This design comes from an exercise in tuning for small area on the open sky130 flow, not from production work.
Function was checked by simulation only, so behaviour that the tests miss may differ from the original.
Power is estimated from default activity; no workload was simulated.

main:
==> flow/design.v <==
`timescale 1ns/10ps
module udp_echo_top (
    input  logic        clk,
    input  logic        reset,
    input  logic        miso,
    output logic        sck,
    output logic        mosi,
    output logic        ssel_n,
    input  logic [63:0] tx_data,
    output logic [63:0] rx_data,
    output logic        pkg_timeout
);
    localparam logic [31:0] msg_id = 32'h7469_7277;
    localparam logic [3:0] s_init = 4'd0, s_idle = 4'd2, s_rsr = 4'd3,
        s_pull = 4'd4, s_rd_lo = 4'd5, s_rd_hi = 4'd6, s_recv = 4'd7, s_dest = 4'd8,
        s_push = 4'd9, s_wr_lo = 4'd10, s_wr_hi = 4'd11, s_send = 4'd12,
        s_rd_lo_g = 4'd13, s_rd_hi_g = 4'd14, s_recv_g = 4'd15;
    localparam logic [32*32-1:0] init_rom = {32'h00030800, 32'h00110C56, 32'h00100C09, 32'h000F0C02, 32'h000E0C0A, 32'h000D0CA8, 32'h000C0CC0, 32'h00010C01, 32'h00050C56, 32'h00040C09, 32'h001F0C10, 32'h001E0C10, 32'h00000C02, 32'h00080400, 32'h000704FF, 32'h000604FF, 32'h000504FF, 32'h00040401, 32'h0003040A, 32'h000204A8, 32'h000104C0, 32'h001204C1, 32'h0011040A, 32'h001004A8, 32'h000F04C0, 32'h000E041C, 32'h000D04E3, 32'h000C04CC, 32'h000B04FA, 32'h000A04AF, 32'h000904AA, 32'h002E04D8};
    logic [3:0] state;
    logic [4:0] sub;
    logic [15:0] rd_ptr;
    logic [15:3] wr_ptr;
    logic [7:0] bit_cnt;
    logic [63:0] chain;
    logic [47:0] peer;
    logic peer_def;
    logic [31:0] rx_low;
    logic rx_valid;
    logic active;
    logic is_pull;
    logic is_push;
    logic is_cmd;
    logic last;
    logic issue;
    logic begin_frame;
    logic done;
    logic ready;
    logic shift_en;
    logic rx_acc;
    logic commit;
    logic peer_load;
    logic [7:0] read_byte;
    logic size_ok;
    logic [31:0] cmdv;
    logic cmd_bit;
    logic [7:0] peer_byte;
    assign active = !ssel_n;
    assign is_pull = (state == s_pull);
    assign is_push = (state == s_push);
    assign is_cmd = !is_pull && !is_push;
    assign last = is_pull ? (bit_cnt == 8'd152) : is_push ? (bit_cnt == 8'd88) : (bit_cnt == 8'd32);
    assign ready = !active && bit_cnt[1:0] == 2'd0;
    assign issue = ready && state != s_idle;
    assign begin_frame = !active && bit_cnt[1];
    assign done = !active && bit_cnt[0];
    assign rx_acc = (state == s_idle) && sub == 5'd31;
    assign commit = issue && state == s_rd_lo_g;
    assign read_byte = chain[7:0];
    assign size_ok = (read_byte == 8'd16);
    assign cmd_bit = use_var ? var_byte[~bit_cnt[2:0]] : cmdv[~bit_cnt[4:0]];
    assign mosi = active && !last &&
                  ((is_cmd || bit_cnt < 8'd24) ? cmd_bit : (is_push && chain[63]));
    assign shift_en = active && !last &&
                      (is_push ? (sck && bit_cnt >= 8'd24) :
                       (!sck && !(is_pull && bit_cnt >= 8'd88 && bit_cnt < 8'd120)));
    assign peer_load = active && is_pull && bit_cnt == 8'd120 && !sck && sub[0];
    always_comb begin
        case (sub[2:0])
            3'd1: peer_byte = peer[47:40];
            3'd2: peer_byte = peer[39:32];
            3'd3: peer_byte = peer[31:24];
            3'd4: peer_byte = peer[23:16];
            3'd5: peer_byte = peer[15:8];
            default: peer_byte = peer[7:0];
        endcase
    end
    logic use_var;
    logic var_hi;
    logic [7:0] var_byte;
    logic [7:0] wr_lo_byte;
    assign wr_lo_byte = {wr_ptr[7:3], 3'd0};
    assign var_hi = (is_pull || is_push) ? !bit_cnt[3] : (state == s_rd_hi || state == s_rd_hi_g || state == s_wr_hi);
    always_comb begin
        case (state)
            s_pull, s_rd_lo, s_rd_hi, s_rd_lo_g, s_rd_hi_g: var_byte = var_hi ? rd_ptr[15:8] : rd_ptr[7:0];
            s_push, s_wr_lo, s_wr_hi: var_byte = var_hi ? wr_ptr[15:8] : wr_lo_byte;
            default: var_byte = peer_byte;
        endcase
    end
    always_comb begin
        case (state)
            s_pull, s_push: use_var = !bit_cnt[4];
            s_rd_lo, s_rd_hi, s_rd_lo_g, s_rd_hi_g, s_wr_lo, s_wr_hi: use_var = bit_cnt[4] && bit_cnt[3];
            s_dest: use_var = !peer_def && bit_cnt[4] && bit_cnt[3];
            default: use_var = 1'b0;
        endcase
    end
    always_comb begin
        case (state)
            s_init, s_dest: cmdv = init_rom[32 * sub +: 32];
            s_rsr: cmdv = 32'h0027_0800;
            s_pull: cmdv = 32'h0000_1800;
            s_rd_lo, s_rd_lo_g: cmdv = 32'h0029_0C00;
            s_rd_hi, s_rd_hi_g: cmdv = 32'h0028_0C00;
            s_recv, s_recv_g: cmdv = 32'h0001_0C40;
            s_push: cmdv = 32'h0000_1400;
            s_wr_lo: cmdv = 32'h0025_0C00;
            s_wr_hi: cmdv = 32'h0024_0C00;
            default: cmdv = 32'h0001_0C20;
        endcase
    end
    always_ff @(posedge clk) begin
        if (reset) begin
            ssel_n <= 1'b1;
            sck <= 1'b0;
            bit_cnt <= '0;
        end else if (begin_frame) begin
            ssel_n <= 1'b0;
            sck <= 1'b0;
            bit_cnt <= '0;
        end else if (active) begin
            if (last) begin
                ssel_n <= 1'b1;
                bit_cnt <= bit_cnt + 8'd1;
            end else if (!sck) begin
                sck <= 1'b1;
            end else begin
                sck <= 1'b0;
                bit_cnt <= bit_cnt + 8'd1;
            end
        end else if (done) begin
            bit_cnt <= '0;
        end else if (issue) begin
            bit_cnt <= 8'd2;
        end
    end
    always_ff @(posedge clk) begin
        if (issue) begin
            chain <= tx_data;
        end else if (shift_en) begin
            chain <= {chain[62:0], miso};
        end
    end
    always_ff @(posedge clk) begin
        if (reset) begin
            state <= s_init;
            sub <= '0;
            rd_ptr <= '0;
            wr_ptr <= '0;
        end else if (active) begin
            if (!sck && is_pull && bit_cnt >= 8'd88 && bit_cnt < 8'd120) begin
                sub[0] <= sub[0] && (miso == msg_id[5'd23 - bit_cnt[4:0]]);
            end
        end else if (done) begin
                case (state)
                    s_init: begin
                        if (sub != 5'd31 || read_byte == 8'h22) sub <= sub + 5'd1;
                        if (sub == 5'd31 && read_byte == 8'h22) state <= s_idle;
                    end
                    s_rsr: begin
                        if (read_byte == 8'd0) begin
                            state <= s_idle;
                        end else if (size_ok) begin
                            state <= s_pull;
                        end else begin
                            rd_ptr <= rd_ptr + {8'd0, read_byte};
                            state <= s_rd_lo;
                        end
                    end
                    s_pull: begin
                        rd_ptr <= rd_ptr + 16'd16;
                        state <= s_rd_lo_g;
                    end
                    s_rd_lo: state <= s_rd_hi;
                    s_rd_hi: state <= s_recv;
                    s_rd_lo_g: state <= s_rd_hi_g;
                    s_rd_hi_g: state <= s_recv_g;
                    s_recv: state <= s_idle;
                    s_recv_g: begin
                        sub <= 5'd25;
                        state <= s_dest;
                    end
                    s_dest: begin
                        sub <= sub + 5'd1;
                        if (sub == 5'd30) state <= s_idle;
                    end
                    s_push: begin
                        wr_ptr <= wr_ptr + 13'd1;
                        state <= s_wr_lo;
                    end
                    s_wr_lo: state <= s_wr_hi;
                    s_wr_hi: state <= s_send;
                    default: state <= s_idle;
                endcase
        end else if (state == s_idle) begin
            if (rx_acc) begin
                sub <= 5'd30;
            end else if (sub == 5'd30) begin
                sub <= 5'd1;
                state <= s_push;
            end else if (sub == 5'd10) begin
                sub <= '0;
                state <= s_rsr;
            end else begin
                sub <= sub + 5'd1;
            end
        end else if (issue && is_pull) begin
            sub <= 5'd1;
        end
    end
    always_ff @(posedge clk) begin
        if (reset) begin
            peer_def <= 1'b1;
        end else if (peer_load) begin
            peer_def <= 1'b0;
        end
        if (peer_load) peer <= chain[63:16];
    end
    always_ff @(posedge clk) begin
        if (reset) begin
            rx_valid <= 1'b0;
            rx_low <= '0;
        end else if (commit && sub[0]) begin
            rx_valid <= 1'b1;
            rx_low <= chain[31:0];
        end
    end
    assign rx_data = {rx_valid ? msg_id : 32'd0, rx_low};
    localparam logic [22:0] lfsr_at_timeout = 23'h30F84F;
    logic [22:0] lfsr;
    always_ff @(posedge clk) begin
        if (reset || rx_acc) begin
            lfsr <= '0;
            pkg_timeout <= 1'b0;
        end else begin
            lfsr <= {lfsr[21:0], ~(lfsr[22] ^ lfsr[17])};
            if (lfsr == lfsr_at_timeout) pkg_timeout <= 1'b1;
        end
    end
endmodule
clock: 5.0 ns
lec_check: 0
cap_margin: 20
core_margin: 2
core_utilization: 40
slew_margin: 20
standard.sh (not shown) runs the stock make flow with config.mk's settings and CLKGATE_MAP_FILE= SYNTH_SCRIPT=/design/flow/synth_recipe.tcl, a recipe that flattens the netlist after the stock synthesis.
==> flow/flow/run.sh <==
#!/bin/bash
# Own layout flow: the standard flow (standard.sh) with an area-oriented ABC
# script, a clock tree without dummy loads, and small port buffers.
set -euo pipefail
WORK=$(pwd)
# A copy of ORFS's scripts whose only change is the ABC mapping script
rm -rf "$WORK/scripts_mod"
cp -r "$FLOW_HOME/scripts" "$WORK/scripts_mod"
cp "$WORK/flow/abc.script" "$WORK/scripts_mod/abc_speed.script"
export SCRIPTS_DIR="$WORK/scripts_mod"
export CTS_ARGS="-sink_clustering_enable -repair_clock_nets -dont_use_dummy_load -buf_list sky130_fd_sc_hd__clkbuf_8 -sink_clustering_size 16 -sink_clustering_max_diameter 80"
export BUFFER_PORTS_ARGS="-buffer_cell sky130_fd_sc_hd__buf_1"
export SKIP_REPAIR_TIE_FANOUT=1
bash standard.sh > "$WORK/standard_flow.log" 2>&1
==> flow/flow/abc.script <==
strash
&get -n
&fraig -x
&put
scorr
dc2
strash
&get -n
&deepsyn -T 60
&dch -f
&nf -R 1000
&put
Here is what was changed in the inputs of the feature branch compared with main.
--- a/flow/design.v
+++ b/flow/design.v
@@ -18,13 +18,16 @@
     localparam logic [32*32-1:0] init_rom = {32'h00030800, 32'h00110C56, 32'h00100C09, 32'h000F0C02, 32'h000E0C0A, 32'h000D0CA8, 32'h000C0CC0, 32'h00010C01, 32'h00050C56, 32'h00040C09, 32'h001F0C10, 32'h001E0C10, 32'h00000C02, 32'h00080400, 32'h000704FF, 32'h000604FF, 32'h000504FF, 32'h00040401, 32'h0003040A, 32'h000204A8, 32'h000104C0, 32'h001204C1, 32'h0011040A, 32'h001004A8, 32'h000F04C0, 32'h000E041C, 32'h000D04E3, 32'h000C04CC, 32'h000B04FA, 32'h000A04AF, 32'h000904AA, 32'h002E04D8};
     logic [3:0] state;
     logic [4:0] sub;
     logic [15:0] rd_ptr;
     logic [15:3] wr_ptr;
     logic [7:0] bit_cnt;
+    localparam logic [63:0] chain_inv = {32{2'b10}};
+    logic [63:0] chain_s;
     logic [63:0] chain;
+    logic [47:0] peer_s;
     logic [47:0] peer;
     logic peer_def;
     logic [31:0] rx_low;
     logic rx_valid;
     logic active;
     logic is_pull;
@@ -52,12 +55,14 @@
     assign ready = !active && bit_cnt[1:0] == 2'd0;
     assign issue = ready && state != s_idle;
     assign begin_frame = !active && bit_cnt[1];
     assign done = !active && bit_cnt[0];
     assign rx_acc = (state == s_idle) && sub == 5'd31;
     assign commit = issue && state == s_rd_lo_g;
+    assign chain = chain_s ^ chain_inv;
+    assign peer = peer_s ^ chain_inv[63:16];
     assign read_byte = chain[7:0];
     assign size_ok = (read_byte == 8'd16);
     assign cmd_bit = use_var ? var_byte[~bit_cnt[2:0]] : cmdv[~bit_cnt[4:0]];
     assign mosi = active && !last &&
                   ((is_cmd || bit_cnt < 8'd24) ? cmd_bit : (is_push && chain[63]));
     assign shift_en = active && !last &&
@@ -133,15 +138,15 @@
         end else if (issue) begin
             bit_cnt <= 8'd2;
         end
     end
     always_ff @(posedge clk) begin
         if (issue) begin
-            chain <= tx_data;
+            chain_s <= tx_data ^ chain_inv;
         end else if (shift_en) begin
-            chain <= {chain[62:0], miso};
+            chain_s <= {~chain_s[62:0], miso};
         end
     end
     always_ff @(posedge clk) begin
         if (reset) begin
             state <= s_init;
             sub <= '0;
@@ -211,30 +216,33 @@
     always_ff @(posedge clk) begin
         if (reset) begin
             peer_def <= 1'b1;
         end else if (peer_load) begin
             peer_def <= 1'b0;
         end
-        if (peer_load) peer <= chain[63:16];
+        if (peer_load) peer_s <= chain_s[63:16];
     end
     always_ff @(posedge clk) begin
         if (reset) begin
             rx_valid <= 1'b0;
             rx_low <= '0;
         end else if (commit && sub[0]) begin
             rx_valid <= 1'b1;
             rx_low <= chain[31:0];
         end
     end
     assign rx_data = {rx_valid ? msg_id : 32'd0, rx_low};
     localparam logic [22:0] lfsr_at_timeout = 23'h30F84F;
+    localparam logic [22:0] lfsr_inv = {1'b0, {11{2'b10}}};
+    logic [22:0] lfsr_s;
     logic [22:0] lfsr;
+    assign lfsr = lfsr_s ^ lfsr_inv;
     always_ff @(posedge clk) begin
         if (reset || rx_acc) begin
-            lfsr <= '0;
+            lfsr_s <= lfsr_inv;
             pkg_timeout <= 1'b0;
         end else begin
-            lfsr <= {lfsr[21:0], ~(lfsr[22] ^ lfsr[17])};
+            lfsr_s <= {lfsr[21:0], ~(lfsr[22] ^ lfsr[17])} ^ lfsr_inv;
             if (lfsr == lfsr_at_timeout) pkg_timeout <= 1'b1;
         end
     end
 endmodule
==> comparison <==
- Power consumption was lower in main than in the feature branch.
- Changes observed in the feature branch relative to main: number of cells on the worst reg-to-reg path picked up an extra 1; buffering stage count on the worst path with inverters included lost 1; setup slack lost 0.10 ns; achievable frequency lost about 2.1%; via count of the first global-routing pass lost 270.
- The feature branch ended up with compound AO/OA/AOI/OAI gates as its largest family of logic cells by synthesized area; main ended up with simple AND/OR/NAND/NOR gates.
- Worst hold slack across all endpoints (lower): the feature branch
- When the feature branch is measured against main, its post-route standard cell area excluding fillers turns out 0.57% lower.

-- separate check: timing with driven ports --
The results above use ideal ports. As a check the final layouts listed here were re-extracted and re-timed, cells and wires unchanged. Step 1: set_driving_cell puts a clkbuf_16 on clk and a buf_2 on each other input, an assumption about the parent block. Step 2 also shifts input and output timing later by t, the mid clock arrival at the registers, as if the neighbouring blocks saw the same clock. Slacks: no drivers / after step 1 / after step 2; pairs: no drivers / after step 1.
| run | t (ns) | setup WS [ns] | hold slack, ns | clock arrival spread, ns | cell pins on the clock port's net |
|---|---|---|---|---|---|
| main | 0.540 | 0.339 / 0.298 / 0.838 | 0.422 / 0.422 / 0.422 | 0.045 / 0.045 | 1 |
| the feature branch | 0.556 | 0.237 / 0.195 / 0.751 | 0.376 / 0.376 / 0.376 | 0.080 / 0.080 | 1 |
After both steps every run listed still meets setup and hold.
